This is an optimization exercise on Yosys and OpenROAD, whose aim is small area, a short achievable clock period and few clock cycles per item, not a production implementation.
Where RTL was checked, it was by simulation tests only, not by an equivalence proof against the original.
The RTL of runs 1 and 2 was laid out without a check of its function.

==> flow/design.v (outline; a module is shown in full before it is edited, if it fits) <==
// module chroma_fir_sum: 282 lines
// module chroma_fir_add: 6 lines
// module csc_lane_sum: 842 lines
// module csc_luma: 70 lines
// module csc_lane_clip: 17 lines
// module chroma_taps: 19 lines
// module yuv_to_rgb_top: 227 lines
module yuv_to_rgb_top (
	input logic Clock,
	input logic resetn,
	input logic in_valid,
	input csc_pkg::pixel_t in_y_even,
	input csc_pkg::pixel_t in_y_odd,
	input csc_pkg::pixel_t in_u,
	input csc_pkg::pixel_t in_v,
	output logic in_ready,
	output logic out_valid,
	output csc_pkg::word_t out_data,
	input logic out_credit
);
  // ...
==> flow/flow/run.sh <==
#!/bin/bash
# Own flow: the standard synthesis, then inverters around full adders removed
# (flow/fixinv.py, checked for equivalence with Yosys), then the standard
# layout with timing repair aiming past the clock period.
set -euo pipefail
MARGIN=5.6
R=orfs/results/sky130hd/yuv_to_rgb_top/base
bash standard.sh synth > synth.log 2>&1
cp $R/1_2_yosys.v yosys_before_fixinv.v.log
python3 flow/fixinv.py $R/1_2_yosys.v fixinv_out.v > fixinv.log 2>&1
LIB=$FLOW_HOME/platforms/sky130hd/lib/sky130_fd_sc_hd__tt_025C_1v80.lib
cat > fixinv_equiv.ys <<EOS
read_liberty -ignore_miss_func $LIB
read_verilog yosys_before_fixinv.v.log
rename $FLOW_TOP gold
read_verilog fixinv_out.v
rename $FLOW_TOP gate
hierarchy -check
flatten
rename -hide gold/w:_*
rename -hide gate/w:_*
async2sync
equiv_make gold gate eq
hierarchy -top eq
equiv_simple
equiv_induct
equiv_status -assert
EOS
if yosys -q -s fixinv_equiv.ys > fixinv_equiv.log 2>&1; then
  cp fixinv_out.v $R/1_2_yosys.v
  echo "fixinv: equivalent, netlist replaced" >> fixinv.log
else
  echo "fixinv: not proven equivalent, netlist kept" >> fixinv.log
fi
bash standard.sh SETUP_SLACK_MARGIN=$MARGIN "BUFFER_PORTS_ARGS=-buffer_cell sky130_fd_sc_hd__buf_4" finish > finish.log 2>&1
==> flow/flow/fixinv.py <==
#!/usr/bin/env python3
"""Removes inverters around full-adder cells in a flat gate-level netlist.

A full adder with every input inverted gives both outputs inverted:
FA(~a, ~b, ~c) = (~s, ~co). For each sky130 fa cell this pass weighs
flipping it: feed it the inverters' inputs instead of their outputs, and
invert its outputs (dropping inverters on their loads, or adding one where
a load needs the old polarity). A flip is made when it removes more
inverters than it adds. Registers and every other cell are left as they are.

usage: fixinv.py IN.v OUT.v
"""
import re
import sys

OUT_PINS = {"X", "Y", "Q", "Q_N", "SUM", "COUT", "HI", "LO"}
INV = "sky130_fd_sc_hd__inv_1"


def parse(path):
    lines = open(path).read().split("\n")
    head, cells, tail = [], {}, []
    order = []
    i = 0
    state = "head"
    cell_re = re.compile(r"^\s*(sky130_fd_sc_hd__\w+)\s+(\S+)\s*\($")
    pin_re = re.compile(r"^\s*\.(\w+)\((.*)\),?\s*$")
    while i < len(lines):
        ln = lines[i]
        m = cell_re.match(ln)
        if m:
            state = "cells"
            typ, name = m.group(1), m.group(2)
            pins = {}
            i += 1
            while not lines[i].strip().startswith(");"):
                pm = pin_re.match(lines[i])
                assert pm, lines[i]
                pins[pm.group(1)] = pm.group(2).strip()
                i += 1
            cells[name] = [typ, pins]
            order.append(name)
        elif ln.strip() == "endmodule":
            tail = lines[i:]
            break
        else:
            assert state == "head", ln
            head.append(ln)
        i += 1
    return head, cells, order, tail


def main(src, dst):
    head, cells, order, tail = parse(src)
    ports = set()
    for ln in head:
        m = re.match(r"^\s*(input|output)\s+(\[\d+:\d+\]\s+)?(\S+);", ln)
        if m:
            ports.add(m.group(3))

    def base(net):
        n = net.lstrip("\\").split("[")[0].strip()
        return n

    driver = {}
    loads = {}

    def rebuild():
        driver.clear()
        loads.clear()
        for name, (typ, pins) in cells.items():
            for p, n in pins.items():
                if p in OUT_PINS:
                    driver[n] = (name, p)
                else:
                    loads.setdefault(n, []).append((name, p))

    rebuild()
    newid = [0]
    new_wires = []

    def new_net():
        newid[0] += 1
        n = f"_fixinv_n{newid[0]}_"
        new_wires.append(n)
        return n

    def new_inv(a):
        y = new_net()
        newid[0] += 1
        name = f"_fixinv_c{newid[0]}_"
        cells[name] = [INV, {"A": a, "Y": y}]
        order.append(name)
        driver[y] = (name, "Y")
        loads.setdefault(a, []).append((name, "A"))
        return y

    def is_inv(name):
        t = cells[name][0]
        return "__inv_" in t or "__clkinv_" in t

    def special(net):
        return base(net) in ports or "'" in net

    def inv_of(net):
        # an existing inverter whose input is net
        for (c, p) in loads.get(net, []):
            if c in cells and is_inv(c) and p == "A" and not special(cells[c][1]["Y"]):
                return cells[c][1]["Y"]
        return None

    flips = 0
    removed = 0
    changed = True
    while changed:
        changed = False
        for name in list(order):
            if name not in cells:
                continue
            typ, pins = cells[name]
            if "__fa_" not in typ:
                continue
            ins = [pins["A"], pins["B"], pins["CIN"]]
            outs = [pins["SUM"], pins["COUT"]]
            if any(special(n) for n in ins + outs):
                continue
            gain = 0
            plan_in = []
            for pin in ("A", "B", "CIN"):
                x = pins[pin]
                d = driver.get(x)
                if d and is_inv(d[0]):
                    src = cells[d[0]][1]["A"]
                    solo = len(loads.get(x, [])) == 1
                    plan_in.append((pin, "src", src, d[0] if solo else None))
                    if solo:
                        gain += 1
                else:
                    e = inv_of(x)
                    plan_in.append((pin, "inv", x, e))
                    if e is None:
                        gain -= 1
            plan_out = []
            for pin in ("SUM", "COUT"):
                o = pins[pin]
                invl, other = [], []
                for (c, p) in loads.get(o, []):
                    if is_inv(c) and not special(cells[c][1]["Y"]):
                        invl.append(c)
                    else:
                        other.append((c, p))
                gain += len(invl)
                if other:
                    gain -= 1
                plan_out.append((pin, o, invl, other))
            if gain <= 0:
                continue
            # apply
            for pin, kind, x, extra in plan_in:
                if kind == "src":
                    pins[pin] = x
                    if extra is not None:
                        del cells[extra]
                        removed += 1
                else:
                    pins[pin] = extra if extra is not None else new_inv(x)
                rebuild()
            for pin, o, invl, other in plan_out:
                for j in invl:
                    oj = cells[j][1]["Y"]
                    for (c, p) in loads.get(oj, []):
                        cells[c][1][p] = o
                    del cells[j]
                    removed += 1
                rebuild()
                if other:
                    y = new_inv(o)
                    for (c, p) in other:
                        if c in cells:
                            cells[c][1][p] = y
                rebuild()
            flips += 1
            changed = True

    with open(dst, "w") as f:
        for ln in head:
            f.write(ln + "\n")
        for w in new_wires:
            f.write(f"  wire {w};\n")
        for name in order:
            if name not in cells:
                continue
            typ, pins = cells[name]
            f.write(f"  {typ} {name} (\n")
            items = list(pins.items())
            for k, (p, n) in enumerate(items):
                nn = n + " " if n.startswith("\\") else n
                f.write(f"    .{p}({nn}){',' if k + 1 < len(items) else ''}\n")
            f.write("  );\n")
        for ln in tail:
            f.write(ln + "\n")
    n_inv = sum(1 for c in cells.values() if "__inv_" in c[0] or "__clkinv_" in c[0])
    print(f"fixinv: {flips} adders flipped, inverters now {n_inv}, removed {removed}, added {newid[0] // 2}")


if __name__ == "__main__":
    main(sys.argv[1], sys.argv[2])
==> flow/standard.sh <==
#!/bin/bash
# synth_recipe.tcl (not shown) runs the flow's synth.tcl, then flattens the netlist and writes it again
# the make line also repeats each setting of config.mk as NAME=value (left out here)
make -C /OpenROAD-flow-scripts/flow DESIGN_CONFIG=/design/flow/config.mk WORK_HOME=/design/flow/orfs CLKGATE_MAP_FILE= SYNTH_SCRIPT=/design/flow/synth_recipe.tcl "${@:-finish}"
==> flow/config.mk <==
export PLATFORM = sky130hd
export DESIGN_NAME = yuv_to_rgb_top
export DESIGN_NICKNAME = yuv_to_rgb_top
export VERILOG_FILES = /design/flow/design.v
export SDC_FILE = /design/flow/constraint.sdc
export NUM_CORES = 4
export LEC_CHECK = 0
export CAP_MARGIN = 20
export CORE_MARGIN = 2
export CORE_UTILIZATION = 55
export SETUP_SLACK_MARGIN = 5
export SLEW_MARGIN = 20
==> flow/constraint.sdc <==
create_clock -name core_clock -period 9.0 [get_ports {Clock}]
set_input_delay 1.8000 -clock core_clock [delete_from_list [all_inputs] [get_ports {Clock}]]
set_output_delay 1.8000 -clock core_clock [all_outputs]
set_load 0.01 [all_outputs]
==> impl_metrics.csv, run 1 <==
group,metric,value,unit
grt,grt_overflow,0,
status,status,"finished clean",
cts,root_buffer,"clkbuf_16",
timing,fin_crit_sh,0.376,
worst_hold_path,hold_depth,1,
floorplan,die_w,225,µm
timing,slew_violations,0,
cells_and_area,multi_input_cells,1629,
detailed_routing,drt-initial-drc-count,1801,
critical_path,path_buf_inv,2,
detailed_routing,met1Wirelength,32.8,mm
timing,slew_headroom,0.290,
timing,whs,0.492,ns
critical_path,crit_fanout,3,
floorplan,die_area,50700,µm²
critical_path,regToRegStartpoint,"ub1[3]",
critical_path,arrival,3.72,ns
cts,post_cts_buffers,43,
timing,finalHoldViolations,0,
detailed_routing,wl_met2,32.8,mm
synth,synthCells,2452,
grt,grt_usage,0.291,
timing,grt_setup_unrepaired,"yes",
critical_path,worstRegToRegCells,11,
timing,setup_viol,0,
detailed_routing,highest_layer,"met4",
detailed_routing,wl_per_cell,22.4,µm
synth,syn_area_per_cell,11.0,µm²
==> inputs of run 2 (changes only) <==
--- a/flow/flow/run.sh
+++ b/flow/flow/run.sh
@@ -3,7 +3,7 @@
 # (flow/fixinv.py, checked for equivalence with Yosys), then the standard
 # layout with timing repair aiming past the clock period.
 set -euo pipefail
-MARGIN=5.6
+MARGIN=5.8
 R=orfs/results/sky130hd/yuv_to_rgb_top/base
 bash standard.sh synth > synth.log 2>&1
 cp $R/1_2_yosys.v yosys_before_fixinv.v.log
--- a/flow/config.mk
+++ b/flow/config.mk
@@ -7,6 +7,6 @@
 export LEC_CHECK = 0
 export CAP_MARGIN = 20
 export CORE_MARGIN = 2
-export CORE_UTILIZATION = 55
+export CORE_UTILIZATION = 40
 export SETUP_SLACK_MARGIN = 5
 export SLEW_MARGIN = 20
==> run 2 against run 1 <==
  * Register-to-register slack lost 0.04 ns
  * Hold slack better by 0.0034 ns
  * Critical path depth down 2
  * Final cell count rose by 8.5%
  * Routed wire length up 0.41%
  * Largest cell class unchanged
  * Highest routed layer is now met5
==> impl_metrics.csv, run 2 <==
group,metric,value,unit
synth,syn_nets,2943,
timing,tns,0,ns
cts,cts.sinks,373,
detailed_routing,routed_via_density,5.36,
timing,setup_viol,0,
grt,grt_overflow,0,
critical_path,cp-end-kind,"flip-flop",
status,status,"finished clean",
cells_and_area,fin_util,0.470,
critical_path,slowest_stage,"or4b_1",
detailed_routing,first_pass_iters,8,
critical_path,required,9.30,ns
cts,clock_latency,0.58,ns
timing,fin_crit_sh,0.381,
floorplan,rows,95,
place,post-dp-hpwl,53.4,mm
detailed_routing,ant_nets,0,
cells_and_area,regArea,11100,µm²
timing,fmax,292,MHz
grt,grt_pass1_vias,19300,
cells_and_area,multi_input_area,14700,µm²
synth,yosys_warnings,3,
cells_and_area,layout.nets,3098,
grt,gr-usage-met1,0.285,
cells_and_area,syn_to_final_growth,16.8,%
synth,syn_area_per_cell,11.0,µm²
detailed_routing,wirelength,72.7,mm
timing,grt_setup_unrepaired,"yes",
detailed_routing,vias,18800,
cells_and_area,final_common_cell,"edfxtp_1",
floorplan,die_area,69300,µm²
timing,slew_violations,0,
worst_hold_path,hp-class,"reg -> reg",
cts,numCtsBuffers,43,
detailed_routing,wl_per_cell,20.7,µm
grt,use_met2,0.344,
critical_path,arrival,3.73,ns
grt,grt_pass1_wl,113,mm
cts,root_buffer,"clkbuf_16",
timing,slew_headroom,0.316,
timing,fin_crit,3.43,ns
grt,gr-usage-met3,0.0274,
floorplan,die_w,263,µm
place,globalplace.congestion,0.908,
flow_run,cap_violations,0,
floorplan,core,66800,µm²
floorplan,start_util,0.403,
cts,cts.path.max_buffers,3,
cts,htreeDepth,2,
detailed_routing,drt-initial-drc-count,1522,
grt,grt_max_degree,73,
critical_path,max_stage_delay,0.49,ns
critical_path,crit_type,"reg -> reg",
cells_and_area,final_cell_mix,"edfxtp_1 (347), inv_1 (338), nand2_1 (276)",
cells_and_area,antennaDiodeCount,0,
floorplan,die_h,263,µm
critical_path,path_cells,"fa_2, fa_2, a21o_1, a221oi_2, nor2_1, or4b_1, a221o_4, a21boi_4, o221ai_2",
cells_and_area,fill_cells,6094,
critical_path,crit_fanout,8,
cts,clk_pin_slew,0.06,ns
grt,grt_usage,0.209,
timing,finalHoldViolations,0,
floorplan,num_io_pins,54,
grt,antenna_found_initial,1,
grt,busiest_layer,"met2",
synth,synthCells,2452,
critical_path,critPathLaunchType,"flip-flop",
synth,syn_area,26900,µm²
place,portBuffers,53,
detailed_routing,post-route-drc-count,0,
critical_path,crit_top_cell,"fa_2",
cells_and_area,drive_above_1_share,0.156,
cts,cts_hold_buf,0,
cts,cts_tree,"done",
timing,tightest_slew,1.01,ns
timing,fin_skew,0.0328,ns
==> run 2: routing by layer <==
layer,part of all wire,vias to the layer above
li1,-,8866
met1,0.43,9239
met2,0.47,615
met3,0.054,125
met4,0.036,2
met5,0.00018,-
==> run 2: repair_timing <==
action,4_1_cts,5_1_grt
resized for setup,78,76
cloned,0,1
pin swaps,50,53
endpoints found under the setup margin,54,65
setup buffers,80,37
==> run 2: worst max-delay path: cells and delay by family, from the launching register on <==
family | cells | cell delay [ns]
AOI/OAI and AO/OA | 5 | 1.34
adders and majority gates | 2 | 0.80
DFF | 1 | 0.42
and+or+nand+nor | 2 | 0.59
==> run 2: final cells by class <==
| type | count | area share |
|---|---|---|
| Clock buffer | 52 | 0.0373 |
| Clock inverter | 26 | 0.0110 |
| Inverter | 365 | 0.0451 |
| Multi-Input combinational cell | 1629 | 0.467 |
| Sequential cell | 373 | 0.353 |
| Tap cell | 873 | 0.0348 |
| Timing Repair Buffer | 195 | 0.0515 |
==> run 2: stage by stage <==
step	setup WS, ns	hold WS, ns	instances	area (µm²)
6_report	5.57	0.496	3513	31400
5_1_grt	5.45	0.523	3513	31400
4_1_cts	5.61	0.496	3475	30800
3_5_place_dp	5.29	0.485	3317	28300
3_3_place_gp	5.30	0.469	3317	28300
2_1_floorplan	5.74	0.457	2452	26900
==> run 2: path summary, 6_finish.rpt <==
| path | start | to | slack [ns] | cells after the start |
|---|---|---|---|---|
| min | wpar | wpar | 0.50 | 1 |
| min reg2reg | wpar | wpar | 0.50 | 1 |
| min in group asynchronous | resetn | kov[3] | 1.14 | 1 |
| max in group asynchronous | resetn | cred[2] | 7.50 | 1 |
| max reg2reg | pr2[0] | out_data[8] | 5.57 | 9 |
| max | pr2[0] | out_data[8] | 5.57 | 9 |
==> module chroma_fir_add, before the edit <==
module chroma_fir_add (
	input logic [18:0] cs,
	output logic [8:0] fb
);
	assign fb = cs[18:10] + cs[9:1] + {8'd0, cs[0]};
endmodule
==> module csc_lane_clip, before the edit <==
module csc_lane_clip (
	input logic [22:0] pr,
	input logic [22:0] pg,
	input logic [22:0] pb,
	output logic [7:0] r,
	output logic [7:0] g,
	output logic [7:0] b
);
	function automatic logic [7:0] clip(input logic [22:0] p);
		logic [10:0] s;
		s = p[22:12] + p[11:1] + {10'd0, p[0]};
		clip = s[10] ? 8'd0 : ((|s[9:8]) ? 8'd255 : s[7:0]);
	endfunction
	assign r = clip(pr);
	assign g = clip(pg);
	assign b = clip(pb);
endmodule
==> inputs of run 3 (changes only) <==
--- a/flow/design.v
+++ b/flow/design.v
@@ -289,7 +289,9 @@
 	input logic [18:0] cs,
 	output logic [8:0] fb
 );
-	assign fb = cs[18:10] + cs[9:1] + {8'd0, cs[0]};
+	logic [9:0] sum;
+	assign sum = {cs[18:10], 1'b1} + {cs[9:1], cs[0]};
+	assign fb = sum[9:1];
 endmodule
 `timescale 1ns/1ns
 module csc_lane_sum (
@@ -1213,9 +1215,9 @@
 	output logic [7:0] b
 );
 	function automatic logic [7:0] clip(input logic [22:0] p);
-		logic [10:0] s;
-		s = p[22:12] + p[11:1] + {10'd0, p[0]};
-		clip = s[10] ? 8'd0 : ((|s[9:8]) ? 8'd255 : s[7:0]);
+		logic [11:0] s;
+		s = {p[22:12], 1'b1} + {p[11:1], p[0]};
+		clip = s[11] ? 8'd0 : ((|s[10:9]) ? 8'd255 : s[8:1]);
 	endfunction
 	assign r = clip(pr);
 	assign g = clip(pg);
--- a/flow/config.mk
+++ b/flow/config.mk
@@ -7,6 +7,6 @@
 export LEC_CHECK = 0
 export CAP_MARGIN = 20
 export CORE_MARGIN = 2
-export CORE_UTILIZATION = 40
+export CORE_UTILIZATION = 65
 export SETUP_SLACK_MARGIN = 5
 export SLEW_MARGIN = 20
==> run 3 against run 2 <==
  * Worst setup slack worse by 0.017 ns
  * Sequential share of layout area rose by 0.53 points
  * Synthesized area increased by 0.13%
  * Routed wire length increased by 2.0%
  * Via count up 5.6%
  * Clock skew down 0.016 ns
  * Synthesized cell count rose by 1.6%
  * Non-clock buffer count rose by 28
  * Global-route usage rose by 13 points
  * Core utilization increased by 29 points
  * Highest routed layer is now met4
==> impl_metrics.csv, run 3 <==
group,metric,value,unit
detailed_routing,wl_per_cell,22.9,µm
cells_and_area,syn_to_final_growth,14.9,%
detailed_routing,ant_nets,0,
cells_and_area,final_common_cell,"edfxtp_1",
synth,syn_nets,2983,
floorplan,rows,74,
cts,cts_tree,"done",
cells_and_area,fill_cells,2721,
critical_path,crit_fanout,3,
detailed_routing,wirelength,74.2,mm
floorplan,die_h,208,µm
cells_and_area,fin_util,0.758,
critical_path,required,9.29,ns
synth,yosys_warnings,3,
detailed_routing,first_pass_iters,7,
cts,htreeDepth,2,
cts,cts_hold_buf,0,
critical_path,critPathLaunchType,"flip-flop",
critical_path,worstRegToRegCells,11,
timing,tightest_slew,1.00,ns
detailed_routing,routed_via_density,6.15,
floorplan,core,40800,µm²
worst_hold_path,hold_depth,1,
cts,cts.sinks,373,
timing,fin_crit,3.44,ns
cells_and_area,final_cell_mix,"edfxtp_1 (347), inv_1 (343), nand2_1 (293)",
grt,grt_usage,0.341,
cells_and_area,layout.nets,3164,
grt,grt_max_degree,80,
cells_and_area,antennaDiodeCount,0,
timing,fmax,290,MHz
timing,fin_crit_sh,0.383,
timing,finalHoldViolations,0,
floorplan,start_util,0.659,
floorplan,num_io_pins,54,
cells_and_area,regArea,11100,µm²
grt,antenna_found_initial,0,
floorplan,die_area,43100,µm²
grt,grt_pass1_wl,113,mm
synth,syn_area_per_cell,10.8,µm²
worst_hold_path,hp-start,"oiss",
critical_path,regToRegStartpoint,"ub1[8]",
cts,clk_pin_slew,0.06,ns
flow_run,cap_violations,0,
place,portBuffers,53,
critical_path,cp-end-kind,"flip-flop",
detailed_routing,drt-initial-drc-count,2191,
timing,setup_viol,0,
timing,grt_setup_unrepaired,"yes",
timing,fin_skew,0.0170,ns
place,post-dp-hpwl,50.4,mm
cells_and_area,drive_above_1_share,0.156,
cells_and_area,multi_input_area,14600,µm²
timing,tns,0,ns
cts,clock_latency,0.57,ns
timing,whs,0.495,ns
status,status,"finished clean",
worst_hold_path,holdPathEnd,"t1[0]",
critical_path,r2r_end,"pb2[0]",
grt,grt_pass1_vias,20100,
worst_hold_path,hp-class,"reg -> reg",
detailed_routing,vias,19900,
place,globalplace.congestion,0.964,
detailed_routing,post-route-drc-count,0,
critical_path,crit_type,"reg -> reg",
floorplan,die_w,208,µm
synth,synthCells,2492,
critical_path,r2r_slack,5.56,ns
timing,slew_headroom,0.331,
cts,root_buffer,"clkbuf_16",
cts,numCtsBuffers,42,
grt,grt_overflow,0,
synth,syn_area,26900,µm²
critical_path,arrival,3.73,ns
timing,slew_violations,0,
cts,cts.path.max_buffers,3,
## run 3: how the worst max path moves through the flow
stage / from / endpoint / slack [ns] / cells past startpoint
3_5_place_dp: ko[3] / pre_u[7] / 5.37 / 12
4_1_cts: ub1[8] / pb2[0] / 5.66 / 11
2_1_floorplan: vb1[6] / pg2[0] / 5.76 / 10
3_3_place_gp: ko[3] / pre_u[7] / 5.41 / 12
6_report: ub1[8] / pb2[0] / 5.56 / 11
5_1_grt: p1[8] / pb2[0] / 5.44 / 11
## run 3: repair_timing
item	CTS	global route
cloned	0	1
setup buffers	93	52
resized for setup	75	70
pin swaps	37	49
endpoints found under the setup margin	42	38
## run 3: critical path, cell delays in order, from the launching register on
cell	delay, ns
edfxtp_1	0.48
clkinvlp_4	0.17
buf_4	0.16
buf_4	0.15
ha_1	0.18
inv_1	0.09
fa_1	0.48
fa_1	0.58
ha_4	0.22
and4_1	0.22
a311oi_2	0.28
o21ai_1	0.14
## run 3: through the flow
stage	std cells	setup slack, ns	instance area (µm²)
6_report	3237	5.56	30900
5_1_grt	3237	5.44	30900
4_1_cts	3184	5.66	30300
3_5_place_dp	3015	5.37	27900
3_3_place_gp	3015	5.41	27900
2_1_floorplan	2492	5.76	27000
## run 3: metal layers
| layer | part of all wire | vias to the layer above | track usage |
|---|---|---|---|
| li1 | - | 9010 | - |
| met1 | 0.38 | 9750 | 0.426 |
| met2 | 0.49 | 884 | 0.577 |
| met3 | 0.070 | 260 | 0.0507 |
| met4 | 0.067 | 0 | 0.186 |
| met5 | 0 | - | 0 |
## run 3: cell type report
type / instances / area share
Clock inverter: 22 / 0.00607
Multi-Input combinational cell: 1663 / 0.473
Timing Repair Buffer: 223 / 0.0573
Tap cell: 532 / 0.0215
Inverter: 370 / 0.0467
Clock buffer: 54 / 0.0368
Sequential cell: 373 / 0.359
Testbench counts of run 3, summed over its fixed seeds: cycles 4,680, pairs 1,536.
==> inputs of run 4 (changes only) <==
--- a/flow/config.mk
+++ b/flow/config.mk
@@ -8,5 +8,6 @@
 export CAP_MARGIN = 20
 export CORE_MARGIN = 2
 export CORE_UTILIZATION = 65
+export CTS_BUF_LIST = sky130_fd_sc_hd__clkbuf_4 sky130_fd_sc_hd__clkbuf_8
 export SETUP_SLACK_MARGIN = 5
 export SLEW_MARGIN = 20
==> run 4 against run 3 <==
  * Largest cell class unchanged
  * Synthesized cell count stayed put
  * Worst setup slack improved by 0.12 ns
  * Global-route usage fell by 0.48 points
  * Critical endpoint unchanged
  * Maximum frequency is 3.7% higher
  * Still clean
==> impl_metrics.csv, run 4 <==
group,metric,value,unit
status,status,"finished clean",
critical_path,crit_fanout,4,
grt,antenna_found_initial,2,
critical_path,critical_path.startpoint,"ub1[2]",
cells_and_area,final_cell_mix,"edfxtp_1 (347), inv_1 (341), nand2_1 (293)",
critical_path,arrival,3.73,ns
floorplan,die_area,43100,µm²
cts,htreeDepth,2,
critical_path,r2r_end,"pb2[0]",
place,dp_worst_setup_slack,5.37,ns
critical_path,regToRegStartpoint,"ub1[2]",
detailed_routing,first_pass_iters,9,
synth,synthCells,2492,
cells_and_area,drive_above_1_share,0.169,
grt,grt_max_degree,80,
detailed_routing,post-route-drc-count,0,
floorplan,num_io_pins,54,
timing,fin_skew,0.0254,ns
cells_and_area,layout.nets,3164,
floorplan,rows,74,
synth,yosys_warnings,3,
critical_path,critPathLaunchType,"flip-flop",
cts,numCtsBuffers,61,
synth,syn_area_per_cell,10.8,µm²
critical_path,r2r_slack,5.68,ns
cells_and_area,syn_to_final_growth,14.3,%
timing,finalHoldViolations,0,
place,post-dp-hpwl,50.4,mm
place,portBuffers,53,
floorplan,start_util,0.659,
cts,cts.sinks,373,
place,globalplace.congestion,0.964,
cells_and_area,finalNonFillerCells,3255,
detailed_routing,vias,19900,
critical_path,crit_type,"reg -> reg",
timing,slew_violations,0,
timing,fin_crit_sh,0.369,
timing,tns,0,ns
worst_hold_path,hp-class,"reg -> reg",
cells_and_area,final_common_cell,"edfxtp_1",
detailed_routing,wirelength,72.4,mm
detailed_routing,routed_via_density,6.11,
timing,setup_ws,5.68,ns
synth,syn_nets,2983,
critical_path,worstRegToRegCells,10,
cts,cts_tree,"done",
grt,grt_overflow,0,
synth,syn_area,26900,µm²
cells_and_area,antennaDiodeCount,0,
place,dp.cells,3015,
timing,tightest_slew,0.999,ns
flow_run,cap_violations,0,
timing,fmax,301,MHz
timing,grt_setup_unrepaired,"yes",
grt,grt_usage,0.337,
timing,whs,0.503,ns
floorplan,die_h,208,µm
grt,grt_pass1_vias,20200,
floorplan,core,40800,µm²
timing,slew_headroom,0.334,
detailed_routing,ant_nets,0,
timing,fin_crit,3.32,ns
floorplan,die_w,208,µm
cts,cts.path.max_buffers,3,
cells_and_area,fill_cells,2801,
detailed_routing,wl_per_cell,22.2,µm
cts,clock_latency,0.67,ns
cts,root_buffer,"clkbuf_8",
grt,grt_pass1_wl,111,mm
cts,clk_pin_slew,0.07,ns
detailed_routing,drt-initial-drc-count,2237,
timing,setup_viol,0,
critical_path,crit_end,"pb2[0]",
critical_path,cp-end-kind,"flip-flop",
critical_path,required,9.41,ns
-- run 4: layer usage --
layer | share of wire | GRT usage | vias up
met5 | 0.00032 | 0 | -
li1 | - | - | 9015
met3 | 0.077 | 0.0552 | 239
met4 | 0.057 | 0.170 | 4
met2 | 0.49 | 0.570 | 959
met1 | 0.37 | 0.421 | 9676
-- run 4: layout make-up --
type / count / area (µm²) / share of cell area
Clock buffer: 82 / 1000 / 0.0326
Timing Repair Buffer: 204 / 1660 / 0.0539
Sequential cell: 373 / 11100 / 0.360
Tap cell: 532 / 666 / 0.0216
Clock inverter: 31 / 244 / 0.00793
Multi-Input combinational cell: 1663 / 14700 / 0.477
Inverter: 370 / 1450 / 0.0469
-- run 4: worst min-delay path by stage --
stage / from / slack [ns] / to / depth (start not counted)
floorplan: wpar / 0.47 / wpar / 1
global placement: wpar / 0.48 / wpar / 1
detailed placement: rpar / 0.49 / rpar / 1
CTS: wpar / 0.50 / wpar / 1
global route: oiss / 0.52 / t1[0] / 1
finish: oiss / 0.50 / t1[0] / 1
-- run 4: timing repair --
| item | 4_1_cts | 5_1_grt |
|---|---|---|
| setup endpoints to repair | 41 | 42 |
| buffers inserted | 88 | 38 |
| hold buffers | 0 | 0 |
| gates resized for setup | 74 | 85 |
| pin swaps | 38 | 64 |
| cloned | 0 | 1 |
-- run 4: per-stage QoR --
step	instance area [µm²]	util
after detailed placement	27900	0.684
after global routing	30800	0.754
after floorplan	27000	-
after CTS	30200	0.738
after global placement	27900	0.684
final	30800	0.754
-- run 4: worst max-delay path, stage by stage, from the launching register on --
cell	delay, ns
edfxtp_1	0.54
ha_4	0.34
fa_1	0.43
fa_1	0.51
ha_1	0.30
a21o_1	0.18
a21o_1	0.18
a21oi_2	0.11
nor2b_1	0.06
a311oi_2	0.25
o21ai_1	0.15
==> inputs of run 5 (changes only) <==
--- a/flow/config.mk
+++ b/flow/config.mk
@@ -7,7 +7,7 @@
 export LEC_CHECK = 0
 export CAP_MARGIN = 20
 export CORE_MARGIN = 2
-export CORE_UTILIZATION = 65
+export CORE_UTILIZATION = 75
 export CTS_BUF_LIST = sky130_fd_sc_hd__clkbuf_4 sky130_fd_sc_hd__clkbuf_8
 export SETUP_SLACK_MARGIN = 5
 export SLEW_MARGIN = 20
==> run 5 against run 4 <==
  * Sequential cell count stayed put
  * Synthesized cell count stayed put
  * Hold slack better by 0.0099 ns
  * Critical endpoint is now fcs[0]
  * Die area is 13% lower
  * Non-clock buffer count is 2 higher
  * Sequential share of layout area is 0.069 points lower
==> impl_metrics.csv, run 5 <==
group,metric,value,unit
grt,gr-usage-met3,0.0769,
cells_and_area,fin_util,0.869,
flow_run,cap_violations,0,
synth,synthCells,2492,
floorplan,die_h,193,µm
timing,grt_setup_unrepaired,"yes",
grt,antenna_found_initial,4,
critical_path,crit_fanout,3,
synth,yosys_warnings,3,
critical_path,r2r_slack,5.57,ns
grt,grt_usage,0.402,
timing,finalHoldViolations,0,
detailed_routing,vias,21300,
cells_and_area,multi_input_area,14800,µm²
critical_path,max_stage_delay,0.57,ns
timing,fin_skew,0.0437,ns
floorplan,core,35500,µm²
grt,grt_max_degree,89,
cts,cts.sinks,373,
detailed_routing,post-route-drc-count,0,
cts,cts.path.max_buffers,3,
detailed_routing,drt-initial-drc-count,2640,
timing,fmax,292,MHz
grt,busiest_layer,"met2",
cells_and_area,layout.nets,3168,
grt,gr-usage-met1,0.476,
synth,syn_area,26900,µm²
status,status,"finished clean",
timing,setup_viol,0,
floorplan,rows,69,
cts,htreeDepth,2,
grt,grt_overflow,0,
critical_path,crit_top_cell,"fa_1",
cells_and_area,final_common_cell,"edfxtp_1",
cts,clk_pin_slew,0.07,ns
synth,syn_nets,2983,
cts,clock_latency,0.72,ns
detailed_routing,wirelength,80.3,mm
floorplan,num_io_pins,54,
critical_path,critPathLaunchType,"flip-flop",
detailed_routing,wl_per_cell,25.2,µm
timing,fin_crit_sh,0.381,
place,post-dp-hpwl,49.9,mm
cts,cts_hold_buf,0,
grt,use_met2,0.671,
grt,grt_pass1_vias,21100,
critical_path,slowest_stage,"fa_1",
cells_and_area,final_cell_mix,"edfxtp_1 (347), inv_1 (343), nand2_1 (293)",
cells_and_area,syn_to_final_growth,14.5,%
timing,tightest_slew,1.08,ns
cells_and_area,fill_cells,1689,
grt,grt_pass1_wl,115,mm
cells_and_area,drive_above_1_share,0.165,
timing,slew_violations,0,
critical_path,path_cells,"buf_4, buf_4, ha_1, fa_1, fa_1, fa_1, ha_1, o21a_1, o21ai_2, nand2b_1",
timing,tns,0,ns
cts,numCtsBuffers,61,
critical_path,crit_type,"reg -> reg",
floorplan,die_w,193,µm
critical_path,cp-end-kind,"flip-flop",
cells_and_area,regArea,11100,µm²
critical_path,required,9.45,ns
detailed_routing,routed_via_density,6.69,
floorplan,start_util,0.759,
detailed_routing,first_pass_iters,13,
timing,fin_crit,3.43,ns
floorplan,die_area,37400,µm²
detailed_routing,ant_nets,0,
place,portBuffers,53,
cts,cts_tree,"done",
critical_path,arrival,3.88,ns
cts,root_buffer,"clkbuf_8",
synth,syn_area_per_cell,10.8,µm²
place,globalplace.congestion,0.998,
worst_hold_path,hp-class,"reg -> reg",
timing,slew_headroom,0.273,
==> run 5: cell type report <==
class                   count  share of cell area
clock buffers              74              0.0304
flip-flops and latches    373               0.360
clock inverters            38             0.00986
well taps                 461              0.0187
inverters                 370              0.0467
repair buffers            206              0.0555
diodes                      4            0.000325
multi-input cells        1665               0.479
==> run 5: worst paths after layout <==
path                       depth (start not counted)       from  endpoint
setup / recovery                                  10  pre_u[21]    fcs[0]
hold / removal                                     1       wpar      wpar
setup reg to reg                                  10  pre_u[21]    fcs[0]
hold reg to reg                                    1       wpar      wpar
max in group asynchronous                          1     resetn    kov[0]
min in group asynchronous                          1     resetn   cred[0]
==> run 5: layer usage <==
layer / vias up / part of all wire
met5: - / 0.00016
li1: 9029 / -
met1: 10200 / 0.33
met3: 471 / 0.10
met4: 2 / 0.083
met2: 1638 / 0.48
==> run 5: worst max-delay path: cells and delay by family (launching register included) <==
| kind | cells | cell delay (ns) |
|---|---|---|
| adder cells (fa/ha/maj) | 5 | 2.04 |
| flip-flops | 1 | 0.46 |
| AO/OA/AOI/OAI | 2 | 0.32 |
| buffers and inverters | 2 | 0.29 |
| AND/OR/NAND/NOR | 1 | 0.11 |
==> run 5: stage by stage <==
| step | instance area [µm²] | hold WS (ns) | instances | setup slack, ns |
|---|---|---|---|---|
| final | 30800 | 0.513 | 3191 | 5.57 |
| after global routing | 30800 | 0.539 | 3187 | 5.46 |
| after CTS | 30100 | 0.503 | 3139 | 5.72 |
| after detailed placement | 27900 | 0.493 | 2944 | 5.38 |
| after global placement | 27900 | 0.481 | 2944 | 5.47 |
| after floorplan | 27000 | 0.466 | 2492 | 5.76 |
==> run 5: timing repair <==
| item | 4_1_cts | 5_1_grt |
|---|---|---|
| resized for setup | 87 | 82 |
| cloned | 0 | 2 |
| hold endpoints to repair | 0 | 0 |
| pin swaps | 36 | 52 |
| setup endpoints to repair | 45 | 38 |
| setup buffers | 83 | 45 |
==> module chroma_fir_sum, before the edit <==
module chroma_fir_sum (
	input logic [26:0] pre,
	output logic [18:0] cs
);
	logic [8:0] so;
	logic [8:0] sm;
	logic [8:0] si;
	logic [16:0] fa;
	logic [16:0] fb;
	logic [8:0] flo;
	assign so = pre[26:18];
	assign sm = pre[17:9];
	assign si = pre[8:0];
	logic tf_0;
	logic tf_1;
	logic tf_2;
	logic tf_3;
	logic tf_4;
	logic tf_5;
	logic tf_6;
	logic tf_7;
	logic tf_8;
	logic tf_9;
	logic tf_10;
	logic tf_11;
	logic tf_12;
	logic tf_13;
	logic tf_14;
	logic tf_15;
	logic tf_16;
	logic tf_17;
	logic tf_18;
	logic tf_19;
	logic tf_20;
	logic tf_21;
	logic tf_22;
	logic tf_23;
	logic tf_24;
	logic tf_25;
	logic tf_26;
	logic tf_27;
	logic tf_28;
	logic tf_29;
	logic tf_30;
	logic tf_31;
	logic tf_32;
	logic tf_33;
	logic tf_34;
	logic tf_35;
	logic tf_36;
	logic tf_37;
	logic tf_38;
	logic tf_39;
	logic tf_40;
	logic tf_41;
	logic tf_42;
	logic tf_43;
	logic tf_44;
	logic tf_45;
	logic tf_46;
	logic tf_47;
	logic tf_48;
	logic tf_49;
	logic tf_50;
	logic tf_51;
	logic tf_52;
	logic tf_53;
	logic tf_54;
	logic tf_55;
	logic tf_56;
	logic tf_57;
	logic tf_58;
	logic tf_59;
	logic tf_60;
	logic tf_61;
	logic tf_62;
	logic tf_63;
	logic tf_64;
	logic tf_65;
	logic tf_66;
	logic tf_67;
	logic tf_68;
	logic tf_69;
	logic tf_70;
	logic tf_71;
	logic tf_72;
	logic tf_73;
	logic tf_74;
	logic tf_75;
	logic tf_76;
	logic tf_77;
	logic tf_78;
	logic tf_79;
	logic tf_80;
	logic tf_81;
	logic tf_82;
	logic tf_83;
	logic tf_84;
	logic tf_85;
	logic tf_86;
	logic tf_87;
	logic tf_88;
	logic tf_89;
	logic tf_90;
	logic tf_91;
	logic tf_92;
	logic tf_93;
	logic tf_94;
	logic tf_95;
	logic tf_96;
	logic tf_97;
	logic tf_98;
	logic tf_99;
	logic tf_100;
	logic tf_101;
	logic tf_102;
	logic tf_103;
	logic tf_104;
	logic tf_105;
	logic tf_106;
	logic tf_107;
	logic tf_108;
	logic tf_109;
	logic tf_110;
	logic tf_111;
	logic tf_112;
	logic tf_113;
	logic tf_114;
	logic tf_115;
	logic tf_116;
	logic tf_117;
	logic tf_118;
	logic tf_119;
	logic tf_120;
	logic tf_121;
	logic tf_122;
	logic tf_123;
	logic tf_124;
	logic tf_125;
	logic tf_126;
	logic tf_127;
	logic tf_128;
	logic tf_129;
	logic tf_130;
	logic tf_131;
	assign tf_0 = so[8] ^ so[6];
	assign tf_1 = so[8] & so[6];
	assign tf_2 = so[5] ^ so[3];
	assign tf_3 = so[5] & so[3];
	assign tf_4 = so[6] ^ so[4];
	assign tf_5 = so[6] | so[4];
	assign tf_6 = so[2] ^ sm[2] ^ si[1];
	assign tf_7 = (so[2] & sm[2]) | (si[1] & (so[2] | sm[2]));
	assign tf_8 = so[5] ^ so[3] ^ sm[3];
	assign tf_9 = (so[5] & so[3]) | (sm[3] & (so[5] | so[3]));
	assign tf_10 = si[2] ^ si[0] ^ ~sm[5];
	assign tf_11 = (si[2] & si[0]) | (~sm[5] & (si[2] | si[0]));
	assign tf_12 = sm[1] ^ si[7];
	assign tf_13 = sm[1] | si[7];
	assign tf_14 = so[4] ^ sm[4] ^ si[3];
	assign tf_15 = (so[4] & sm[4]) | (si[3] & (so[4] | sm[4]));
	assign tf_16 = si[1] ^ tf_0 ^ so[7];
	assign tf_17 = (si[1] & tf_0) | (so[7] & (si[1] | tf_0));
	assign tf_18 = sm[6] ^ sm[2] ^ si[8];
	assign tf_19 = (sm[6] & sm[2]) | (si[8] & (sm[6] | sm[2]));
	assign tf_20 = so[7] ^ so[5];
	assign tf_21 = so[7] | so[5];
	assign tf_22 = sm[5] ^ si[4] ^ si[2];
	assign tf_23 = (sm[5] & si[4]) | (si[2] & (sm[5] | si[4]));
	assign tf_24 = ~tf_1 ^ sm[7] ^ sm[3];
	assign tf_25 = (~tf_1 & sm[7]) | (sm[3] & (~tf_1 | sm[7]));
	assign tf_26 = so[8] ^ so[6];
	assign tf_27 = so[8] | so[6];
	assign tf_28 = sm[6] ^ si[5] ^ si[3];
	assign tf_29 = (sm[6] & si[5]) | (si[3] & (sm[6] | si[5]));
	assign tf_30 = sm[8] ^ sm[4];
	assign tf_31 = sm[8] | sm[4];
	assign tf_32 = so[7] ^ sm[7] ^ si[6];
	assign tf_33 = (so[7] & sm[7]) | (si[6] & (so[7] | sm[7]));
	assign tf_34 = so[3] ^ so[1];
	assign tf_35 = so[3] & so[1];
	assign tf_36 = so[4] ^ so[2] ^ so[0];
	assign tf_37 = (so[4] & so[2]) | (so[0] & (so[4] | so[2]));
	assign tf_38 = sm[0] ^ sm[2];
	assign tf_39 = sm[0] & ~sm[2];
	assign tf_40 = so[1] ^ sm[1] ^ si[0];
	assign tf_41 = (so[1] & sm[1]) | (si[0] & (so[1] | sm[1]));
	assign tf_42 = ~tf_2 ^ sm[3] ^ si[5];
	assign tf_43 = (~tf_2 & sm[3]) | (si[5] & (~tf_2 | sm[3]));
	assign tf_44 = tf_6 ^ tf_3 ^ ~sm[4];
	assign tf_45 = (tf_6 & tf_3) | (~sm[4] & (tf_6 | tf_3));
	assign tf_46 = sm[0] ^ si[6] ^ tf_4;
	assign tf_47 = (sm[0] & si[6]) | (tf_4 & (sm[0] | si[6]));
	assign tf_48 = tf_8 ^ tf_10 ^ tf_12;
	assign tf_49 = (tf_8 & tf_10) | (tf_12 & (tf_8 | tf_10));
	assign tf_50 = tf_5 ^ tf_7 ^ ~so[7];
	assign tf_51 = (tf_5 & tf_7) | (~so[7] & (tf_5 | tf_7));
	assign tf_52 = tf_14 ^ tf_16 ^ tf_9;
	assign tf_53 = (tf_14 & tf_16) | (tf_9 & (tf_14 | tf_16));
	assign tf_54 = ~tf_11 ^ tf_18 ^ tf_13;
	assign tf_55 = (~tf_11 & tf_18) | (tf_13 & (~tf_11 | tf_18));
	assign tf_56 = tf_22 ^ tf_15 ^ tf_17;
	assign tf_57 = (tf_22 & tf_15) | (tf_17 & (tf_22 | tf_15));
	assign tf_58 = tf_20 ^ tf_24 ^ tf_19;
	assign tf_59 = (tf_20 & tf_24) | (tf_19 & (tf_20 | tf_24));
	assign tf_60 = tf_28 ^ tf_30 ^ tf_21;
	assign tf_61 = (tf_28 & tf_30) | (tf_21 & (tf_28 | tf_30));
	assign tf_62 = ~tf_23 ^ tf_26 ^ tf_25;
	assign tf_63 = (~tf_23 & tf_26) | (tf_25 & (~tf_23 | tf_26));
	assign tf_64 = si[4] ^ tf_32 ^ tf_27;
	assign tf_65 = (si[4] & tf_32) | (tf_27 & (si[4] | tf_32));
	assign tf_66 = ~tf_29 ^ sm[5] ^ tf_31;
	assign tf_67 = (~tf_29 & sm[5]) | (tf_31 & (~tf_29 | sm[5]));
	assign tf_68 = sm[8] ^ si[7] ^ si[5];
	assign tf_69 = (sm[8] & si[7]) | (si[5] & (sm[8] | si[7]));
	assign tf_70 = ~tf_33 ^ sm[6] ^ so[8];
	assign tf_71 = (~tf_33 & sm[6]) | (so[8] & (~tf_33 | sm[6]));
	assign tf_72 = si[8] ^ si[6];
	assign tf_73 = si[8] | si[6];
	assign tf_74 = so[8] ^ sm[7];
	assign tf_75 = so[8] & ~sm[7];
	assign tf_76 = so[0] ^ sm[0];
	assign tf_77 = so[0] & ~sm[0];
	assign tf_78 = tf_34 ^ so[2] ^ ~sm[1];
	assign tf_79 = (tf_34 & so[2]) | (~sm[1] & (tf_34 | so[2]));
	assign tf_80 = tf_36 ^ tf_35 ^ ~si[4];
	assign tf_81 = (tf_36 & tf_35) | (~si[4] & (tf_36 | tf_35));
	assign tf_82 = tf_40 ^ tf_37 ^ tf_39;
	assign tf_83 = (tf_40 & tf_37) | (tf_39 & (tf_40 | tf_37));
	assign tf_84 = tf_44 ^ tf_41 ^ ~tf_46;
	assign tf_85 = (tf_44 & tf_41) | (~tf_46 & (tf_44 | tf_41));
	assign tf_86 = tf_48 ^ tf_50 ^ tf_45;
	assign tf_87 = (tf_48 & tf_50) | (tf_45 & (tf_48 | tf_50));
	assign tf_88 = tf_52 ^ tf_49 ^ tf_51;
	assign tf_89 = (tf_52 & tf_49) | (tf_51 & (tf_52 | tf_49));
	assign tf_90 = tf_56 ^ tf_53 ^ ~tf_58;
	assign tf_91 = (tf_56 & tf_53) | (~tf_58 & (tf_56 | tf_53));
	assign tf_92 = tf_60 ^ tf_57 ^ ~tf_62;
	assign tf_93 = (tf_60 & tf_57) | (~tf_62 & (tf_60 | tf_57));
	assign tf_94 = tf_64 ^ tf_61 ^ ~tf_66;
	assign tf_95 = (tf_64 & tf_61) | (~tf_66 & (tf_64 | tf_61));
	assign tf_96 = tf_68 ^ tf_65 ^ ~tf_70;
	assign tf_97 = (tf_68 & tf_65) | (~tf_70 & (tf_68 | tf_65));
	assign tf_98 = ~tf_69 ^ tf_72 ^ tf_74;
	assign tf_99 = (~tf_69 & tf_72) | (tf_74 & (~tf_69 | tf_72));
	assign tf_100 = tf_73 ^ tf_75 ^ ~sm[8];
	assign tf_101 = (tf_73 & tf_75) | (~sm[8] & (tf_73 | tf_75));
	assign tf_102 = so[1] ^ si[1];
	assign tf_103 = so[1] & ~si[1];
	assign tf_104 = si[2] ^ so[2] ^ tf_76;
	assign tf_105 = (si[2] & so[2]) | (tf_76 & (si[2] | so[2]));
	assign tf_106 = tf_78 ^ tf_77 ^ ~si[3];
	assign tf_107 = (tf_78 & tf_77) | (~si[3] & (tf_78 | tf_77));
	assign tf_108 = tf_80 ^ tf_79 ^ ~tf_38;
	assign tf_109 = (tf_80 & tf_79) | (~tf_38 & (tf_80 | tf_79));
	assign tf_110 = tf_82 ^ tf_81 ^ ~tf_42;
	assign tf_111 = (tf_82 & tf_81) | (~tf_42 & (tf_82 | tf_81));
	assign tf_112 = tf_84 ^ tf_83 ^ ~tf_43;
	assign tf_113 = (tf_84 & tf_83) | (~tf_43 & (tf_84 | tf_83));
	assign tf_114 = tf_86 ^ tf_85 ^ ~tf_47;
	assign tf_115 = (tf_86 & tf_85) | (~tf_47 & (tf_86 | tf_85));
	assign tf_116 = tf_88 ^ tf_87 ^ ~tf_54;
	assign tf_117 = (tf_88 & tf_87) | (~tf_54 & (tf_88 | tf_87));
	assign tf_118 = tf_90 ^ tf_89 ^ ~tf_55;
	assign tf_119 = (tf_90 & tf_89) | (~tf_55 & (tf_90 | tf_89));
	assign tf_120 = tf_92 ^ tf_91 ^ ~tf_59;
	assign tf_121 = (tf_92 & tf_91) | (~tf_59 & (tf_92 | tf_91));
	assign tf_122 = tf_94 ^ tf_93 ^ ~tf_63;
	assign tf_123 = (tf_94 & tf_93) | (~tf_63 & (tf_94 | tf_93));
	assign tf_124 = tf_96 ^ tf_95 ^ ~tf_67;
	assign tf_125 = (tf_96 & tf_95) | (~tf_67 & (tf_96 | tf_95));
	assign tf_126 = ~tf_97 ^ tf_71 ^ tf_98;
	assign tf_127 = (~tf_97 & tf_71) | (tf_98 & (~tf_97 | tf_71));
	assign tf_128 = ~tf_100 ^ si[7] ^ tf_99;
	assign tf_129 = (~tf_100 & si[7]) | (tf_99 & (~tf_100 | si[7]));
	assign tf_130 = si[7] ^ tf_101 ^ ~si[8];
	assign tf_131 = (si[7] & tf_101) | (~si[8] & (si[7] | tf_101));
	assign fa = {~si[8], tf_130, ~tf_128, ~tf_126, tf_124, tf_122, tf_120, tf_118, tf_116, tf_114, tf_112, tf_110, tf_108, tf_106, ~tf_104, ~tf_102, ~si[0]};
	assign fb = {tf_131, ~tf_129, ~tf_127, tf_125, tf_123, tf_121, tf_119, tf_117, tf_115, tf_113, tf_111, tf_109, tf_107, ~tf_105, tf_103, so[0], ~so[0]};
	assign flo = {1'b0, fa[7:0]} + {1'b0, fb[7:0]};
	assign cs = {fa[16:8], fb[16:8], flo[8]};
endmodule
==> inputs of run 6 (changes only) <==
--- a/flow/design.v
+++ b/flow/design.v
@@ -12,7 +12,6 @@
 	logic [8:0] si;
 	logic [16:0] fa;
 	logic [16:0] fb;
-	logic [8:0] flo;
 	assign so = pre[26:18];
 	assign sm = pre[17:9];
 	assign si = pre[8:0];
@@ -282,8 +281,67 @@
 	assign tf_131 = (si[7] & tf_101) | (~si[8] & (si[7] | tf_101));
 	assign fa = {~si[8], tf_130, ~tf_128, ~tf_126, tf_124, tf_122, tf_120, tf_118, tf_116, tf_114, tf_112, tf_110, tf_108, tf_106, ~tf_104, ~tf_102, ~si[0]};
 	assign fb = {tf_131, ~tf_129, ~tf_127, tf_125, tf_123, tf_121, tf_119, tf_117, tf_115, tf_113, tf_111, tf_109, tf_107, ~tf_105, tf_103, so[0], ~so[0]};
-	assign flo = {1'b0, fa[7:0]} + {1'b0, fb[7:0]};
-	assign cs = {fa[16:8], fb[16:8], flo[8]};
+	logic cf_0;
+	logic cf_1;
+	logic cf_2;
+	logic cf_3;
+	logic cf_4;
+	logic cf_5;
+	logic cf_6;
+	logic cf_7;
+	logic cf_8;
+	logic cf_9;
+	logic cf_10;
+	logic cf_11;
+	logic cf_12;
+	logic cf_13;
+	logic cf_14;
+	logic cf_15;
+	logic cf_16;
+	logic cf_17;
+	logic cf_18;
+	logic cf_19;
+	logic cf_20;
+	logic cf_21;
+	logic cf_22;
+	logic cf_23;
+	logic cf_24;
+	logic cf_25;
+	logic cf_26;
+	logic cf_27;
+	logic cf_28;
+	logic cf_29;
+	assign cf_0 = fa[0] & fb[0];
+	assign cf_1 = fa[1] & fb[1];
+	assign cf_2 = fa[2] & fb[2];
+	assign cf_3 = fa[3] & fb[3];
+	assign cf_4 = fa[4] & fb[4];
+	assign cf_5 = fa[5] & fb[5];
+	assign cf_6 = fa[6] & fb[6];
+	assign cf_7 = fa[7] & fb[7];
+	assign cf_8 = fa[0] | fb[0];
+	assign cf_9 = fa[1] | fb[1];
+	assign cf_10 = fa[2] | fb[2];
+	assign cf_11 = fa[3] | fb[3];
+	assign cf_12 = fa[4] | fb[4];
+	assign cf_13 = fa[5] | fb[5];
+	assign cf_14 = fa[6] | fb[6];
+	assign cf_15 = fa[7] | fb[7];
+	assign cf_16 = cf_1 | (cf_9 & cf_0);
+	assign cf_17 = cf_9 & cf_8;
+	assign cf_18 = cf_3 | (cf_11 & cf_2);
+	assign cf_19 = cf_11 & cf_10;
+	assign cf_20 = cf_5 | (cf_13 & cf_4);
+	assign cf_21 = cf_13 & cf_12;
+	assign cf_22 = cf_7 | (cf_15 & cf_6);
+	assign cf_23 = cf_15 & cf_14;
+	assign cf_24 = cf_18 | (cf_19 & cf_16);
+	assign cf_25 = cf_19 & cf_17;
+	assign cf_26 = cf_22 | (cf_23 & cf_20);
+	assign cf_27 = cf_23 & cf_21;
+	assign cf_28 = cf_26 | (cf_27 & cf_24);
+	assign cf_29 = cf_27 & cf_25;
+	assign cs = {fa[16:8], fb[16:8], cf_28};
 endmodule
 module chroma_fir_add (
 	input logic [18:0] cs,
--- a/flow/config.mk
+++ b/flow/config.mk
@@ -7,7 +7,7 @@
 export LEC_CHECK = 0
 export CAP_MARGIN = 20
 export CORE_MARGIN = 2
-export CORE_UTILIZATION = 75
+export CORE_UTILIZATION = 65
 export CTS_BUF_LIST = sky130_fd_sc_hd__clkbuf_4 sky130_fd_sc_hd__clkbuf_8
 export SETUP_SLACK_MARGIN = 5
 export SLEW_MARGIN = 20
==> run 6 against run 5 <==
  * Maximum frequency rose by 0.85%
  * Clock skew fell by 0.0074 ns
  * Critical endpoint is now pg2[0]
  * Largest cell class unchanged
==> impl_metrics.csv, run 6 <==
group,metric,value,unit
critical_path,r2r_slack,5.60,ns
worst_hold_path,holdPathEnd,"pre_u[7]",
synth,syn_area,27000,µm²
critical_path,r2r_end,"pg2[0]",
detailed_routing,ant_nets,0,
timing,grt_setup_unrepaired,"yes",
floorplan,start_util,0.661,
timing,fin_crit_sh,0.378,
detailed_routing,drt-initial-drc-count,2075,
floorplan,die_area,43200,µm²
worst_hold_path,hold_depth,2,
floorplan,die_h,208,µm
cells_and_area,antennaDiodeCount,0,
cts,clk_pin_slew,0.06,ns
grt,grt_pass1_vias,19900,
synth,synthCells,2491,
critical_path,crit_fanout,4,
grt,grt_overflow,0,
floorplan,core,40900,µm²
timing,slew_headroom,0.295,
critical_path,required,9.36,ns
timing,tightest_slew,1.06,ns
cts,root_buffer,"clkbuf_8",
critical_path,cp-end-kind,"flip-flop",
status,status,"finished clean",
cts,htreeDepth,3,
cts,clock_latency,0.64,ns
cells_and_area,layout.nets,3124,
detailed_routing,vias,19600,
cells_and_area,final_common_cell,"inv_1",
timing,tns,0,ns
grt,antenna_found_initial,2,
cells_and_area,drive_above_1_share,0.154,
cells_and_area,fill_cells,2913,
critical_path,critPathLaunchType,"flip-flop",
cells_and_area,syn_to_final_growth,12.9,%
grt,grt_max_degree,80,
detailed_routing,wl_per_cell,22.4,µm
detailed_routing,wirelength,72.0,mm
floorplan,num_io_pins,54,
timing,whs,0.528,ns
timing,slew_violations,0,
timing,finalHoldViolations,0,
cts,numCtsBuffers,67,
cts,cts_tree,"done",
detailed_routing,post-route-drc-count,0,
cells_and_area,final_cell_mix,"inv_1 (348), edfxtp_1 (347), nand2_1 (280)",
critical_path,crit_type,"reg -> reg",
synth,yosys_warnings,3,
worst_hold_path,hp-start,"pre_v[7]",
flow_run,cap_violations,0,
cts,cts_hold_buf,0,
grt,grt_usage,0.334,
place,globalplace.congestion,0.958,
cts,cts.path.max_buffers,3,
floorplan,rows,74,
grt,grt_pass1_wl,110,mm
worst_hold_path,hp-class,"reg -> reg",
timing,fmax,294,MHz
critical_path,worstRegToRegCells,11,
detailed_routing,first_pass_iters,6,
detailed_routing,routed_via_density,6.08,
synth,syn_area_per_cell,10.9,µm²
place,post-dp-hpwl,50.4,mm
timing,fin_skew,0.0364,ns
critical_path,regToRegStartpoint,"vb1[6]",
floorplan,die_w,208,µm
synth,syn_nets,2975,
timing,setup_viol,0,
timing,fin_crit,3.40,ns
critical_path,arrival,3.75,ns
cts,cts.sinks,373,
place,portBuffers,53,
run 6: repair_timing:
| item | 4_1_cts | 5_1_grt |
|---|---|---|
| gates cloned | 0 | 1 |
| setup endpoints to repair | 25 | 35 |
| setup buffers | 73 | 23 |
| pin swaps | 27 | 25 |
| gates resized for setup | 49 | 58 |
run 6: layout make-up:
| type | instances | area (µm²) | area share |
|---|---|---|---|
| tap | 532 | 666 | 0.0218 |
| clock inverter | 30 | 219 | 0.00717 |
| clock buffer | 88 | 1100 | 0.0362 |
| inverter | 375 | 1440 | 0.0473 |
| timing repair buffer | 170 | 1400 | 0.0460 |
| multi-input combinational | 1653 | 14600 | 0.478 |
| sequential | 373 | 11100 | 0.363 |
run 6: worst max-delay path, stage by stage, from the launching register on:
cell and delay [ns]:
edfxtp_1 0.48, clkinvlp_4 0.24, fa_1 0.55, fa_2 0.46, fa_2 0.51, ha_4 0.18, a21oi_2 0.12, nor2b_1 0.05
o21ai_1 0.12, nand2b_1 0.08, a221oi_2 0.26, o21ai_1 0.09
run 6: metrics by stage:
stage               instance area, µm²  std cells   util  worst slack [ns]
floorplan                        27100       2491      -              5.62
global placement                 28000       3005  0.685              5.31
detailed placement               28000       3006  0.685              5.27
CTS                              30100       3197  0.735              5.69
global route                     30500       3221  0.746              5.50
finish                           30500       3221  0.746              5.60
run 6: layer usage:
| metal | GRT usage | up-vias | share of wire |
|---|---|---|---|
| met4 | 0.156 | 4 | 0.049 |
| met2 | 0.566 | 925 | 0.49 |
| met1 | 0.420 | 9520 | 0.38 |
| li1 | - | 8956 | - |
| met3 | 0.0611 | 189 | 0.078 |
| met5 | 0 | - | 0.00040 |
run 6: worst max path at each step:
stage                     startpoint  endpoint  slack, ns  cells past startpoint
after floorplan               vb1[6]    pg2[0]       5.62                     11
after global placement        vb1[6]    pg2[0]       5.31                     11
after detailed placement      vb1[6]    pg2[0]       5.27                     11
after CTS                     vb1[6]    pg2[0]       5.69                     11
after global routing          vb1[6]    pg2[0]       5.50                     11
final                         vb1[6]    pg2[0]       5.60                     11
Testbench counts of run 6, summed over its fixed seeds: cycles 4,680, pairs 1,536.
==> inputs of run 7 (changes only) <==
--- a/flow/config.mk
+++ b/flow/config.mk
@@ -8,6 +8,8 @@
 export CAP_MARGIN = 20
 export CORE_MARGIN = 2
 export CORE_UTILIZATION = 65
-export CTS_BUF_LIST = sky130_fd_sc_hd__clkbuf_4 sky130_fd_sc_hd__clkbuf_8
+export CTS_BUF_LIST = sky130_fd_sc_hd__clkbuf_8
+export CTS_CLUSTER_DIAMETER = 60
+export CTS_CLUSTER_SIZE = 20
 export SETUP_SLACK_MARGIN = 5
 export SLEW_MARGIN = 20
==> run 7 against run 6 <==
  * Still clean
  * Count of clock-buffer cells in the layout shrank 53
  * Core utilization shrank 0.89 points
  * Highest routed layer unchanged
==> impl_metrics.csv, run 7 <==
group,metric,value,unit
timing,fin_crit_sh,0.368,
floorplan,die_h,208,µm
cts,clk_pin_slew,0.11,ns
worst_hold_path,hp-start,"oiss",
critical_path,r2r_end,"pg2[0]",
place,portBuffers,53,
timing,fmax,302,MHz
cells_and_area,drive_above_1_share,0.148,
cts,htreeDepth,2,
cts,root_buffer,"clkbuf_8",
cts,cts.sinks,373,
floorplan,die_area,43200,µm²
detailed_routing,wirelength,71.4,mm
grt,grt_overflow,0,
timing,fin_crit,3.31,ns
flow_run,cap_violations,0,
grt,busiest_layer,"met2",
critical_path,required,9.36,ns
critical_path,cp-end-kind,"flip-flop",
critical_path,critPathLaunchType,"flip-flop",
synth,yosys_warnings,3,
floorplan,core,40900,µm²
timing,whs,0.534,ns
cts,cts_tree,"done",
floorplan,num_io_pins,54,
cts,clock_latency,0.63,ns
place,globalplace.congestion,0.958,
cells_and_area,fin_area,30200,µm²
place,dp_worst_setup_slack,5.27,ns
synth,syn_area,27000,µm²
timing,setup_ws,5.69,ns
synth,syn_area_per_cell,10.9,µm²
grt,use_met2,0.561,
worst_hold_path,hp-class,"reg -> reg",
cells_and_area,syn_to_final_growth,11.5,%
timing,tns,0,ns
status,status,"finished clean",
worst_hold_path,holdPathEnd,"t1[0]",
timing,finalHoldViolations,0,
detailed_routing,ant_nets,0,
detailed_routing,vias,19400,
grt,grt_pass1_vias,19600,
critical_path,crit_type,"reg -> reg",
detailed_routing,wl_per_cell,22.5,µm
floorplan,die_w,208,µm
grt,grt_max_degree,80,
cells_and_area,final_cell_mix,"inv_1 (347), edfxtp_1 (347), nand2_1 (280)",
timing,slew_violations,0,
grt,gr-usage-met1,0.418,
cells_and_area,layout.nets,3103,
synth,synthCells,2491,
grt,gr-usage-met3,0.0501,
timing,tightest_slew,1.04,ns
critical_path,regToRegStartpoint,"ub1[0]",
detailed_routing,drt-initial-drc-count,2183,
worst_hold_path,hold_depth,1,
grt,antenna_found_initial,3,
synth,syn_nets,2975,
floorplan,rows,74,
timing,grt_setup_unrepaired,"yes",
cells_and_area,fin_util,0.737,
detailed_routing,post-route-drc-count,0,
place,dpl-instance-area,28000,µm²
grt,grt_usage,0.330,
cts,cts.path.max_buffers,3,
cts,numCtsBuffers,34,
detailed_routing,first_pass_iters,7,
cts,cts_hold_buf,0,
place,post-dp-hpwl,50.4,mm
critical_path,arrival,3.68,ns
critical_path,crit_fanout,4,
floorplan,start_util,0.661,
timing,slew_headroom,0.307,
timing,fin_skew,0.0368,ns
timing,setup_viol,0,
detailed_routing,routed_via_density,6.11,
grt,grt_pass1_wl,109,mm
critical_path,worstRegToRegCells,10,
critical_path,r2r_slack,5.69,ns
run 7: through the flow:
stage / cells
floorplan: 2491
global placement: 3005
detailed placement: 3006
CTS: 3136
global route: 3175
finish: 3176
run 7: timing repair:
action,in CTS,in global routing
cloned,0,1
setup buffers,70,38
setup endpoints to repair,25,42
resized for setup,54,63
pin swaps,23,46
hold endpoints to repair,0,0
run 7: worst max-delay path: stages (launching register included):
cell      delay (ns)
edfxtp_1        0.47
buf_4           0.18
inv_1           0.16
fa_1            0.46
fa_1            0.48
fa_1            0.52
ha_1            0.35
nand3_1         0.08
nor2_1          0.06
a221oi_2        0.20
o21ai_1         0.09
run 7: layout make-up:
cell class                 count  area (µm²)
antenna                        1        2.50
multi-input combinational   1653       14600
inverter                     375        1450
tap                          532         666
clock inverter                25         318
clock buffer                  35         482
timing repair buffer         182        1540
fill                        2934       10800
sequential                   373       11100
run 7: routing by layer:
layer	vias to the layer above	part of all wire
met4	4	0.049
met5	-	0.00031
met2	899	0.50
met3	175	0.077
li1	8893	-
met1	9430	0.38
run 7: how the worst max path moves through the flow:
stage,startpoint,endpoint,slack [ns],depth (start not counted)
after detailed placement,vb1[6],pg2[0],5.27,11
after CTS,pre_u[20],fcs[0],5.64,8
after global routing,ub1[0],pg2[0],5.55,10
after global placement,vb1[6],pg2[0],5.31,11
after floorplan,vb1[6],pg2[0],5.62,11
final,ub1[0],pg2[0],5.69,10

==> port drivers added, routing unchanged <==
No port has a modelled driver above. Below, the same layouts with a new extraction and two added sets of constraints. Step 1 sets driving cells, clkbuf_16 on the clock port and buf_2 on the other inputs (assumed; they add their load-dependent delay and slew). Step 2 also shifts input and output timing later by t, the mid clock arrival at the registers, as if the neighbouring blocks saw the same clock. Three values: ideal, step 1, step 2; two values: the first two.
| run | t, ns | setup slack, ns | hold slack, ns |
|---|---|---|---|
| run 1 | 0.627 | 5.617 / 5.586 / 5.617 | 0.492 / 0.492 / 0.492 |
| run 2 | 0.627 | 5.574 / 5.574 / 5.574 | 0.496 / 0.496 / 0.496 |
| run 3 | 0.622 | 5.557 / 5.557 / 5.557 | 0.495 / 0.495 / 0.495 |
| run 4 | 0.716 | 5.681 / 5.681 / 5.681 | 0.503 / 0.503 / 0.503 |
| run 5 | 0.744 | 5.572 / 5.572 / 5.425 | 0.513 / 0.513 / 0.513 |
| run 6 | 0.683 | 5.601 / 5.601 / 5.601 | 0.528 / 0.528 / 0.528 |
| run 7 | 0.669 | 5.685 / 5.685 / 5.685 | 0.534 / 0.534 / 0.534 |
After both steps every run listed still meets setup and hold. For run 5, which loses most, drivers alone change the setup slack by 0.000 ns; drivers and shift together by -0.147 ns.
